This is an optimization exercise on Yosys and OpenROAD, whose aim is small area, a short achievable clock period and few clock cycles, not a production implementation. Where RTL was checked, it was by simulation tests only, not by an equivalence proof against the original. Power figures rest on the tool's default switching activity, not on a simulated workload.

==> flow/design.v (excerpt) <==
module cbor_item_head_parser_top (
   input  logic                           clock,
   input  logic                           reset,
   input  logic                           req_push,
   output logic                           req_full,
   input  logic [cihp_pkg::BYTE_W-1:0]    req_byte_in,
   input  logic                           req_final_byte,
   output logic                           rsp_empty,
   input  logic                           rsp_pop,
   output logic [1:0]                     rsp_kind,
   output logic [cihp_pkg::MAJOR_W-1:0]   rsp_major_type,
   output logic [cihp_pkg::VALUE_W-1:0]   rsp_head_value,
   output logic [cihp_pkg::BYTE_W-1:0]    rsp_payload_byte,
   output logic [1:0]                     rsp_error_code,
   output logic                           rsp_item_done,
   output logic                           rsp_run_end
);
Size in the first run: about 510 cells after synthesis, ~87 flip-flops, roughly 96 I/O pins, about 0.0052 mm2 of cells after synthesis.
Settings: LEC_CHECK=0, CAP_MARGIN=20, CORE_MARGIN=2, CORE_UTILIZATION=60, CTS_BUF_LIST=sky130_fd_sc_hd__clkbuf_8, SETUP_SLACK_MARGIN=1.75, SLEW_MARGIN=20; clock period 4.0 ns.
standard.sh (not shown) runs the stock make flow with config.mk's settings and CLKGATE_MAP_FILE= SYNTH_SCRIPT=/design/flow/synth_recipe.tcl, a recipe that flattens the netlist after the stock synthesis.
==> flow/flow/run.sh <==
#!/bin/bash
# The standard layout, with plain buf_1 cells as the port buffers instead of
# the default delay cells. Each tool's output is kept in flow_standard.log.
set -euo pipefail
bash standard.sh BUFFER_PORTS_ARGS="-buffer_cell sky130_fd_sc_hd__buf_1" finish > flow_standard.log 2>&1
The starting point passed the timing, design-rule and antenna checks.
Rerun with:
--- a/flow/config.mk
+++ b/flow/config.mk
@@ -11,0 +12 @@
+export PLACE_DENSITY = 0.75
Hold slack gets better by 0.0039 ns.
Routed wire length went up by 1.7%.
Sequential share of layout area went down by 0.19 points.
Core utilization is higher by 0.30 points.
First-iteration DRC count is higher by 13%.
Worst setup slack degrades by 0.024 ns.
Total power rose by about 7%.
Sequential cell count is unchanged.
Clock power rises by 22%.
No run of this note included a check of the RTL's function; only the layout flow was run.

---

== run A ==
Another version of the RTL of cbor_item_head_parser_top (not shown whole).
Size: ~520 cells after synthesis, roughly 88 flip-flops, ~96 I/O pins, about 5200 um2 of cells after synthesis.
export LEC_CHECK = 0
export CAP_MARGIN = 20
export CORE_MARGIN = 2
export CORE_UTILIZATION = 60
export CTS_BUF_LIST = sky130_fd_sc_hd__clkbuf_8
export CTS_CLUSTER_SIZE = 45
export PLACE_DENSITY = 0.75
export SETUP_SLACK_MARGIN = 1.75
export SLEW_MARGIN = 20
create_clock -name core_clock -period 4.0 [get_ports {clock}]
Scripts as last shown in full above: flow/flow/run.sh
Testbench counts of run A, summed over its fixed seeds: cycles 24,277.
What run B does differently from run A at the input level:
Settings: CTS_CLUSTER_SIZE: 45 -> unset; SETUP_SLACK_MARGIN: 1.75 -> 1.82.
Results
- Comparing run B with run A, the worst-skew pair later-pin latency came out essentially unchanged.
- Worst setup path endpoint: rsp_head_value[37] -> run A, rsp_head_value[17] -> run B
- Diff run A -> run B: layout overhead on the synthesized area rose 2.8 points, biggest fanout along the worst timing path lost 48, global-route met1 utilization neither gained nor lost much, worst setup slack neither gained nor lost much, hold slack closely matched the old numbers.
- Taking run A as the reference, in run B area taken by flip-flops and latches barely changed, clock power about even, total power higher.
> inputs changed (run B -> run C)
Settings: changing SETUP_SLACK_MARGIN from 1.82 to 1.75; setting CTS_CLUSTER_SIZE to 25 for the first time.
Diff run B..run C | fraction of the mapped netlist area in adder cells | unchanged
Against run B, run C reports a area used by multi-input combinational logic that is lower.
Between run C and run B, routed wire length is higher for run B, run C comes in under that.
The following lists how run D was set up differently from run C:
Settings: CTS_CLUSTER_SIZE: 25 -> unset; SETUP_SLACK_MARGIN: 1.75 -> 1.65.
[summary]
- Area added between synthesis and finish delta for run D relative to run C: 0.34 points lower
- Run C -> run D: net switching power flat
- Relative to run C, detail-routed net length per standard cell has increased by about 0.7% in run D.
For run E, these inputs were changed with respect to run D:
Settings: SETUP_SLACK_MARGIN changed from 1.65 to 1.75.
- Run E completed every stage of the flow, and the final layout passed the timing, design-rule and antenna checks.
- Worst hold slack across all endpoints: run E < run D
- Run E vs run D, slack of the critical path went up by 0.049 ns.
- Run E ended with less post-route clock period utilization than run D.
- Relative to run D, the number of vias after detailed routing of run E is lower by 1.6%.
- Diff run D -> run E | met3 layer wire length in the routed design | decrease of 56 um
- Sort run E and run D by design area, descending, and run E comes first.
Setup changes, run E to run F
Settings: CTS_CLUSTER_SIZE now 30, previously not set; CTS_BUF_LIST now sky130_fd_sc_hd__clkbuf_16, was sky130_fd_sc_hd__clkbuf_8.
### Flow results
- Run E went all the way through the flow, and no timing, DRC or antenna check failed.
- Run F completed every stage of the flow, and the final layout passed the timing, design-rule and antenna checks.
- From run E to run F, sum of negative setup slack did not move at all.
- Diff run F..run E | area taken by flip-flops and latches | unchanged
- Compared with run E, run F shows clock edge transition at the registers on the reported setup and hold paths lower by 0.03 ns.
- Run F vs. run E: total power per unit cell area increased 9.6%, clock-cell share of area +1.7 points.

---

Setup of pepper:
cbor_item_head_parser_top, a different RTL version from the one above (not shown whole).
Size: roughly 490 cells after synthesis, roughly 87 flip-flops, roughly 96 I/O pins.
Settings: LEC_CHECK=0, CAP_MARGIN=20, CORE_MARGIN=2, CORE_UTILIZATION=60, CTS_BUF_LIST=sky130_fd_sc_hd__clkbuf_8, SETUP_SLACK_MARGIN=1.85, SLEW_MARGIN=20; clock period 4.0 ns.
Scripts as last shown in full above: flow/flow/run.sh
Testbench counts of pepper, summed over its fixed seeds: cycles 24,277.
The following lists how tundra was set up differently from pepper:
Settings: CORE_UTILIZATION now 65, was 60; SETUP_SLACK_MARGIN now 1.5, was 1.85.
- tundra: PASS, flow complete, no timing, DRC or antenna violations
- pepper: PASS, flow complete, no timing, DRC or antenna violations
- Taking pepper as the reference, in tundra portion of total power attributed to combinational logic lost 4.2 points, clock-buffer cell count lost 2.
- Per the comparison of tundra with pepper, share of layout cells above drive strength 1 moved down; switching power decreased by about 10% relative to the old numbers; via count went down by 3.1%; number of instances in the synthesized netlist was more or less identical; routed wire length dropped 11%.
- Relative to pepper, share of the final layout cell area in multi-input gates increased by 1.2 points in tundra.
- tundra reports a lower routability congestion estimate from global placement than pepper does.
- Compared with pepper, tundra shows tapcell count that has gone down by a few percent.
--- input diff tundra..violet ---
Settings: SETUP_SLACK_MARGIN changed from 1.5 to 2.25; CORE_UTILIZATION changed from 65 to 55.
==> run summary <==
Looking at leading cell type in the layout, fill and taps excluded, the sky130_fd_sc_hd__buf_1 result is from tundra; the sky130_fd_sc_hd__edfxtp_1 one comes from violet. Part of the total power dissipated in combinational logic in violet vs tundra: up 5.7 points. Routing usage on met2 for violet: 6.3 points down relative to tundra. The category of the critical setup timing path comes out reg2out in one run and in2reg in the other, namely in violet and tundra respectively. In the metrics for tundra and violet, the one carrying the lower fmax is tundra. On total power of the final layout: between tundra and violet, it ends up higher for violet. violet against tundra: met3 track demand over resource shows a reduction of 0.81 points, total global routing track utilization -3.3 points.
Setup changes, violet to maple
Settings: SETUP_SLACK_MARGIN now 1.75, was 2.25; CORE_UTILIZATION now 60, was 55; PLACE_DENSITY now 0.75, previously not set.
Findings:
In maple, final critical delay including setup and external delays is higher than in violet. The post-route fraction of the period consumed by the critical path in maple sits 1.1 points above the value recorded for violet. The final layouts of maple and violet pass the timing, design-rule and antenna checks. Delta (maple minus violet): floorplan row count -about 6%, post-layout instance area -17%, gate count after technology mapping ~0 delta, arrival time at the worst endpoint +50 ps, count of clock buffers in the final design ~0 delta. From violet to maple, number of buffers and inverters on the critical path did not move at all. The smallest setup slack after layout in maple sits 46 ps below the value recorded for violet. Looking at power, maple sits 8.6% lower than violet does.
What yarrow does differently from maple at the input level:
Settings: swapping 1.75 for 2.0 in SETUP_SLACK_MARGIN; clearing PLACE_DENSITY, which used to be 0.75.
Results
yarrow: flow completed, timing, DRC and antenna clean
Note that the number of DRC markers after the initial detailed-route iteration recorded for yarrow amounts to 0.867 times the value seen in maple.
Between maple and yarrow, post-route total power is lower for maple, yarrow comes in above that.
yarrow reports a lower sequential share of layout area than maple does.
The wire length reported for yarrow is greater than that of maple by 6.3%.
Power per cell area for yarrow: 9.7 nW/µm² down relative to maple
~same clock network area share in maple and yarrow

separate check: timing with driven ports:
In the flow no input, the clock included, has a driving cell. The finished layouts below were timed again as built, in two steps.
Step 1 (the two cells are an assumption about what drives the block):
set clk [get_ports {clock}]
set_driving_cell -lib_cell sky130_fd_sc_hd__clkbuf_16 $clk
set_driving_cell -lib_cell sky130_fd_sc_hd__buf_2 [delete_from_list [all_inputs] $clk]
Step 2 also shifts input and output timing later by t, the mid clock arrival at the registers, as if the neighbouring blocks saw the same clock.
a / b / c = ideal / step 1 / step 2; a / b = the first two.
| run | shift t [ns] | setup WS [ns] | worst setup path at the end | clock arrival spread, ns |
|---|---|---|---|---|
| the first run of note 1 | 0.386 | 1.854 / 1.823 / 1.563 | input to register | 0.012 / 0.012 |
| the second run of note 1 | 0.391 | 1.829 / 1.796 / 1.674 | input to register | 0.010 / 0.010 |
| run A | 0.386 | 1.816 / 1.783 / 1.581 | input to register | 0.008 / 0.008 |
| run B | 0.390 | 1.815 / 1.781 / 1.588 | input to register | 0.006 / 0.007 |
| run C | 0.386 | 1.816 / 1.783 / 1.581 | input to register | 0.008 / 0.008 |
| run D | 0.386 | 1.767 / 1.734 / 1.466 | input to register | 0.008 / 0.008 |
| run E | 0.386 | 1.816 / 1.783 / 1.581 | input to register | 0.008 / 0.008 |
| run F | 0.374 | 1.826 / 1.787 / 1.570 | input to register | 0.006 / 0.006 |
| pepper | 0.384 | 1.734 / 1.701 / 1.612 | input to register | 0.012 / 0.011 |
| tundra | 0.396 | 1.649 / 1.652 / 1.262 | input to register | 0.010 / 0.010 |
| violet | 0.398 | 1.848 / 1.816 / 1.679 | input to register | 0.016 / 0.016 |
| maple | 0.405 | 1.803 / 1.772 / 1.544 | input to register | 0.011 / 0.011 |
| yarrow | 0.386 | 1.826 / 1.793 / 1.639 | input to register | 0.014 / 0.014 |
After both steps every run listed still meets setup and hold. For tundra, which loses most, drivers alone change the setup slack by +0.003 ns; drivers and shift together by -0.387 ns.
